Background: an optimization exercise with open tools, aiming at small area, a short achievable clock period and few clock cycles per item. Do not read the settings as production practice.
RTL that was checked went through simulation tests only; none was proved equivalent to the original.
Power and IR drop assume default switching activity.

Setup of build 91:
// arena_bump_allocator_core
module arena_bump_allocator_core (
  input  logic                              clk,
  input  logic                              rst_n,
  input  logic                              cfg_valid,
  output logic                              cfg_ready,
  input  logic                              cfg_index,
  input  logic [abump_pkg::ADDR_W-1:0]      cfg_data,
  input  logic                              in_valid,
  output logic                              in_ready,
  input  logic [abump_pkg::FUNC_W-1:0]      in_func,
  input  logic [abump_pkg::OFF_W-1:0]       in_request_size,
  input  logic [abump_pkg::ALIGN_LOG_W-1:0] in_align_log2,
  input  logic [abump_pkg::ADDR_W-1:0]      in_old_address,
  input  logic [abump_pkg::OFF_W-1:0]       in_old_length,
  input  logic [abump_pkg::OFF_W-1:0]       in_snap_current,
  input  logic [abump_pkg::OFF_W-1:0]       in_snap_previous,
  output logic                              out_valid,
  input  logic                              out_ready,
  output logic [abump_pkg::STATUS_W-1:0]    out_status,
  output logic [abump_pkg::ADDR_W-1:0]      out_result_address,
  output logic [abump_pkg::OFF_W-1:0]       out_copy_length,
  output logic [abump_pkg::OFF_W-1:0]       out_clear_offset,
  output logic [abump_pkg::OFF_W-1:0]       out_clear_length,
  output logic [abump_pkg::OFF_W-1:0]       out_current_offset,
  output logic [abump_pkg::OFF_W-1:0]       out_previous_offset
);
  localparam int OW = abump_pkg::OFF_W;
  localparam int AW = abump_pkg::ALIGN_W;
  localparam int DW = abump_pkg::ADDR_W;
  logic [DW-1:0] base_r;
  logic [AW-1:0] nb_r, nb_nxt;
  logic [OW-1:0] usable_r;
  logic [OW-1:0] top_r, top_nxt;
  logic [OW-1:0] last_r, last_nxt;
  logic                           valid_r;
  logic [abump_pkg::STATUS_W-1:0] status_r, status_nxt;
  logic                           blk_r, blk_nxt;    
  logic                           clr_r, clr_nxt;    
  logic                           mv_r, mv_nxt;      
  ...
==> flow/config.mk <==
export PLATFORM = sky130hd
export DESIGN_NAME = arena_bump_allocator_core
export DESIGN_NICKNAME = arena_bump_allocator_core
export VERILOG_FILES = /design/flow/design.v
export SDC_FILE = /design/flow/constraint.sdc
export NUM_CORES = 4
export LEC_CHECK = 0
export CAP_MARGIN = 20
export CORE_MARGIN = 2
export CORE_UTILIZATION = 40
export SETUP_SLACK_MARGIN = 2.5
export SLEW_MARGIN = 20
export TNS_END_PERCENT = 100
==> flow/constraint.sdc <==
create_clock -name core_clock -period 9.0 [get_ports {clk}]
set_input_delay 1.8000 -clock core_clock [delete_from_list [all_inputs] [get_ports {clk}]]
set_output_delay 1.8000 -clock core_clock [all_outputs]
set_load 0.01 [all_outputs]
standard.sh (not shown) runs the stock make flow with config.mk's settings and CLKGATE_MAP_FILE= SYNTH_SCRIPT=/design/flow/synth_recipe.tcl, a recipe that flattens the netlist after the stock synthesis.
==> flow/flow/run.sh <==
#!/bin/bash
# Standard layout, with the port buffers made as buf_1 cells instead of the
# delay-cell buffers buffer_ports picks by default.
cp standard.sh standard_sh.txt
export BUFFER_PORTS_ARGS="-buffer_cell sky130_fd_sc_hd__buf_1"
bash standard.sh > standard.log 2>&1
Build 91 reached the end of the flow, and the finished layout is clean on the timing, DRC and antenna checks.
The following lists how build 92 was set up differently from build 91:
- swapping 40 for 60 in CORE_UTILIZATION
==> flow/run.sh (new file) <==
#!/bin/bash
# synth_recipe.tcl (not shown) runs the flow's synth.tcl, then flattens the netlist and writes it again
# the make line also repeats each setting of config.mk as NAME=value (left out here)
make -C /OpenROAD-flow-scripts/flow DESIGN_CONFIG=/design/flow/config.mk WORK_HOME=/design/flow/orfs CLKGATE_MAP_FILE= SYNTH_SCRIPT=/design/flow/synth_recipe.tcl finish
removed: flow/flow/run.sh
removed: flow/standard.sh
==> comparison <==
Count of max-cap constraint violations came out exactly the same in build 91 and build 92. The end point of the critical path comes out top_r[16]$_SDFFE_PN0P_ in one run and mv_r$_DFFE_PP_ in the other, namely in build 91 and build 92 respectively. Build 92 -> build 91: number of endpoints failing setup at the final stage delta 0, exact match. The total of cells resized after clock tree synthesis in build 91 is 0.51 times that in build 92. met5 as the uppermost signal routing layer after detailed routing was reported by build 91, and met4 by build 92. Delta(inverter count of the layout excluding clock inverters, build 92 - build 91) > 0. Higher power consumption was reported by build 92, not build 91.
Changes in build 10 relative to build 92:
- SETUP_SLACK_MARGIN no longer set, was 2.5
- CORE_UTILIZATION now 40, was 60
- TNS_END_PERCENT no longer set, was 100
Notes after the runs:
- Lower core utilization was reported by build 10, not build 92.
- Build 92 has lower final critical delay including setup and external delays than build 10.
- Floorplan die height: build 10 vs build 92 up about 22%
- Re filler-free cell count of the finished design: build 10 and build 92 aren't equal, and the lower value belongs to build 92.
- Build 10 against build 92: combinational power fell by about 5%, clock skew increased by 0.0039 ns relative to the old numbers, instance area at placement grew by about 1.3%, insertion delay to the later sink of the worst-skew pair up 0.04 ns.
- Compared with build 92, build 10 is more frugal on power.
- The final reports for build 10 and build 92 show via count lower in the former.
Here is what was changed in the inputs of build 41 compared with build 10.
- putting TNS_END_PERCENT at 100 where nothing was set
- putting SETUP_SLACK_MARGIN at 3.5 where nothing was set
==> flow/flow/run.sh (new file) <==
#!/bin/bash
# Standard layout, with the port buffers made as buf_2 cells instead of the
# delay-cell buffers buffer_ports picks by default.
cp standard.sh standard_sh.txt
export BUFFER_PORTS_ARGS="-buffer_cell sky130_fd_sc_hd__buf_2"
bash standard.sh > standard.log 2>&1
==> flow/standard.sh (new file) <==
#!/bin/bash
# synth_recipe.tcl (not shown) runs the flow's synth.tcl, then flattens the netlist and writes it again
# the make line also repeats each setting of config.mk as NAME=value (left out here)
make -C /OpenROAD-flow-scripts/flow DESIGN_CONFIG=/design/flow/config.mk WORK_HOME=/design/flow/orfs CLKGATE_MAP_FILE= SYNTH_SCRIPT=/design/flow/synth_recipe.tcl "${@:-finish}"
removed: flow/run.sh
==> notes.md <==
Going from build 10 to build 41, the setup slack of the critical path after layout was found to have gone up by 1.82 ns. Build 41 against build 10; final non-filler cell total is up by a few percent. Run comparison: build 10 worst-path cell with the longest stage delay clkdlybuf4s50_1; build 41 worst-path cell with the longest stage delay or3_4. The higher post-route fraction of the period consumed by the critical path came out of build 10. Going from build 10 to build 41, the overall power consumption was found to have gone up by 0.000099 W. In the metrics for build 41 and build 10, the one carrying the lower routed via count is build 10. In build 41, the clock network fraction of total power came out 1.5 points below the value in build 10. Taking build 10 as the reference, in build 41 cell area after placement decreased by 6.2% relative to the old numbers; non-clock buffer count in the final layout +37%; sequential share of layout area lost 1.1 points.
No functional check of the RTL was part of any run of this note.

---

Another version of the RTL of arena_bump_allocator_core (not shown whole).
For scale: roughly 300 I/O pins, roughly 19000 um^2 of cells after synthesis.
==> flow/config.mk <==
export PLATFORM = sky130hd
export DESIGN_NAME = arena_bump_allocator_core
export DESIGN_NICKNAME = arena_bump_allocator_core
export VERILOG_FILES = /design/flow/design.v
export SDC_FILE = /design/flow/constraint.sdc
export NUM_CORES = 4
export LEC_CHECK = 0
export CAP_MARGIN = 20
export CORE_MARGIN = 2
export CORE_UTILIZATION = 55
export SETUP_SLACK_MARGIN = 2.5
export SLEW_MARGIN = 20
export TNS_END_PERCENT = 10
==> flow/constraint.sdc <==
create_clock -name core_clock -period 9.0 [get_ports {clk}]
set_input_delay 1.8000 -clock core_clock [delete_from_list [all_inputs] [get_ports {clk}]]
set_output_delay 1.8000 -clock core_clock [all_outputs]
set_load 0.01 [all_outputs]
==> flow/flow/run.sh <==
#!/bin/bash
# Standard layout, with the port buffers made as buf_1 cells instead of the
# delay-cell buffers buffer_ports picks by default.
cp standard.sh standard_sh.txt
export BUFFER_PORTS_ARGS="-buffer_cell sky130_fd_sc_hd__buf_1"
bash standard.sh > standard.log 2>&1
Testbench counts at the start, summed over its fixed seeds: cycles 91,397, items 80,000.
Then changed:
Settings changed: CTS_BUF_LIST set to sky130_fd_sc_hd__clkbuf_8, TNS_END_PERCENT 10 to 100.
After rerunning: Die area is unchanged; total power falls by 7.5%; routed wire length falls by about 0.46%; via count hardly moves; clock power falls by about 25%; hold slack is better by 0.0038 ns; clock skew rises by 0.0080 ns; design area falls by 1.2%; clock-buffer cell count falls by 2; critical path depth rises by 7; register-to-register slack is worse by 0.09 ns.
Then changed:
Settings changed: CTS_BUF_LIST sky130_fd_sc_hd__clkbuf_8 to sky130_fd_sc_hd__clkbuf_4 sky130_fd_sc_hd__clkbuf_8.
The changed run went through all stages and came out clean.
Routed wire length is higher by 0.80%.
Setup slack improved by 0.070 ns.
Worst hold slack barely changes.
Global-route usage is about the same.
Final area is higher by 0.35%.
Synthesized area stays the same.
Total power is higher by 0.60%.
Clock-buffer cell count is higher by 2.
Then changed:
Settings changed: CTS_BUF_LIST sky130_fd_sc_hd__clkbuf_4 sky130_fd_sc_hd__clkbuf_8 to not set, SETUP_SLACK_MARGIN 2.5 to 2.25.
After rerunning:
- final area shrinks by 0.46%
- clock skew shrinks by 0.0057 ns
- register-to-register slack is worse by 0.10 ns
- worst hold slack is worse by 0.0043 ns
- sequential power barely changes
- setup slack is worse by 0.25 ns
- non-clock buffer count shrinks by 15
- die area does not change
- sequential cell count stays the same
- wire length shrinks by 0.84%
- synthesized area stays the same
Then changed:
Settings changed: SETUP_SLACK_MARGIN 2.25 to 2.75.
Outcome: The changed run completed with no timing, DRC or antenna violations; via count is higher by 3.6%; non-clock buffer count grows by 59; critical path depth went up by 2; total power climbs by 4.0%; cell area came out higher by 5.9%; routed wire length goes up by 6.4%; fmax increases by 5.2%; hold slack gets worse by 0.0044 ns; clock-buffer cell count increases by 1; clock skew drops by 0.0063 ns; flip-flop and latch count stays the same.

---

old:
Starting RTL as in the previous note.
clock: 9.0 ns
lec_check: 0
cap_margin: 20
core_margin: 2
core_utilization: 40
setup_slack_margin: 2.5
slew_margin: 20
tns_end_percent: 100
Scripts as last shown in full above: flow/flow/run.sh
Testbench counts of old, summed over its fixed seeds: cycles 91,397, items 80,000.
Inputs modified between old and new:
Settings: setting PLACE_DENSITY to 0.75 for the first time.
Notes after the runs:
- The clock transition time at the flip-flop clock pins of the worst setup and hold paths on old is in line with that on new.
- On total power divided by cell area, old tracks new almost exactly.
- new packs its core more loosely than old.
- Compared with old, in new fraction of standard cell area in multi-input logic closely matched the old numbers, headroom to the max-slew limit went up by 6.7 points, power dissipated in combinational cells fell about 2%.
- Non-clock buffer count, old and new, higher one = old.
- old -> new: length of routed met2 wiring decreased by a little under 10%
- old and new ended up with nearly the same final clock skew.
- Diff old -> new: number of standard cells in the final layout excluding fillers shows no meaningful change, critical path depth went down.

==> port drivers added, routing unchanged <==
How much do the figures lean on ideal ports? The routed layouts below were timed once more, with nothing changed but the port constraints.
Step 1 assumes that a clkbuf_16 drives the clock port and a buf_2 every other input.
Step 2 also shifts input and output timing later by t, the mid clock arrival at the registers, as if the neighbouring blocks saw the same clock.
Three values: ideal ports, drivers, drivers and shift; two values: the first two.
run | shift t [ns] | slack for setup (ns) | slew at the worst register clock pin (ns)
build 91 | 0.558 | 2.657 / 2.630 / 2.108 | 0.08 / 0.08
build 92 | 0.516 | 2.529 / 2.559 / 2.043 | 0.08 / 0.08
build 10 | 0.557 | 1.147 / 1.164 / 0.607 | 0.08 / 0.08
build 41 | 0.567 | 2.964 / 2.919 / 2.353 | 0.08 / 0.09
the first run of note 2 | 0.516 | 2.619 / 2.649 / 2.133 | 0.08 / 0.08
the second run of note 2 | 0.570 | 2.603 / 2.629 / 2.059 | 0.12 / 0.12
the third run of note 2 | 0.568 | 2.673 / 2.632 / 2.133 | 0.12 / 0.12
the fourth run of note 2 | 0.513 | 2.420 / 2.443 / 1.936 | 0.08 / 0.08
the fifth run of note 2 | 0.518 | 2.743 / 2.729 / 2.210 | 0.08 / 0.08
old | 0.558 | 2.657 / 2.630 / 2.108 | 0.08 / 0.08
new | 0.552 | 2.609 / 2.618 / 2.067 | 0.08 / 0.08
After both steps setup and hold are still met in every run listed. The setup slack of build 41, which loses most, moves by -0.045 ns with the drivers and by -0.611 ns with both steps.
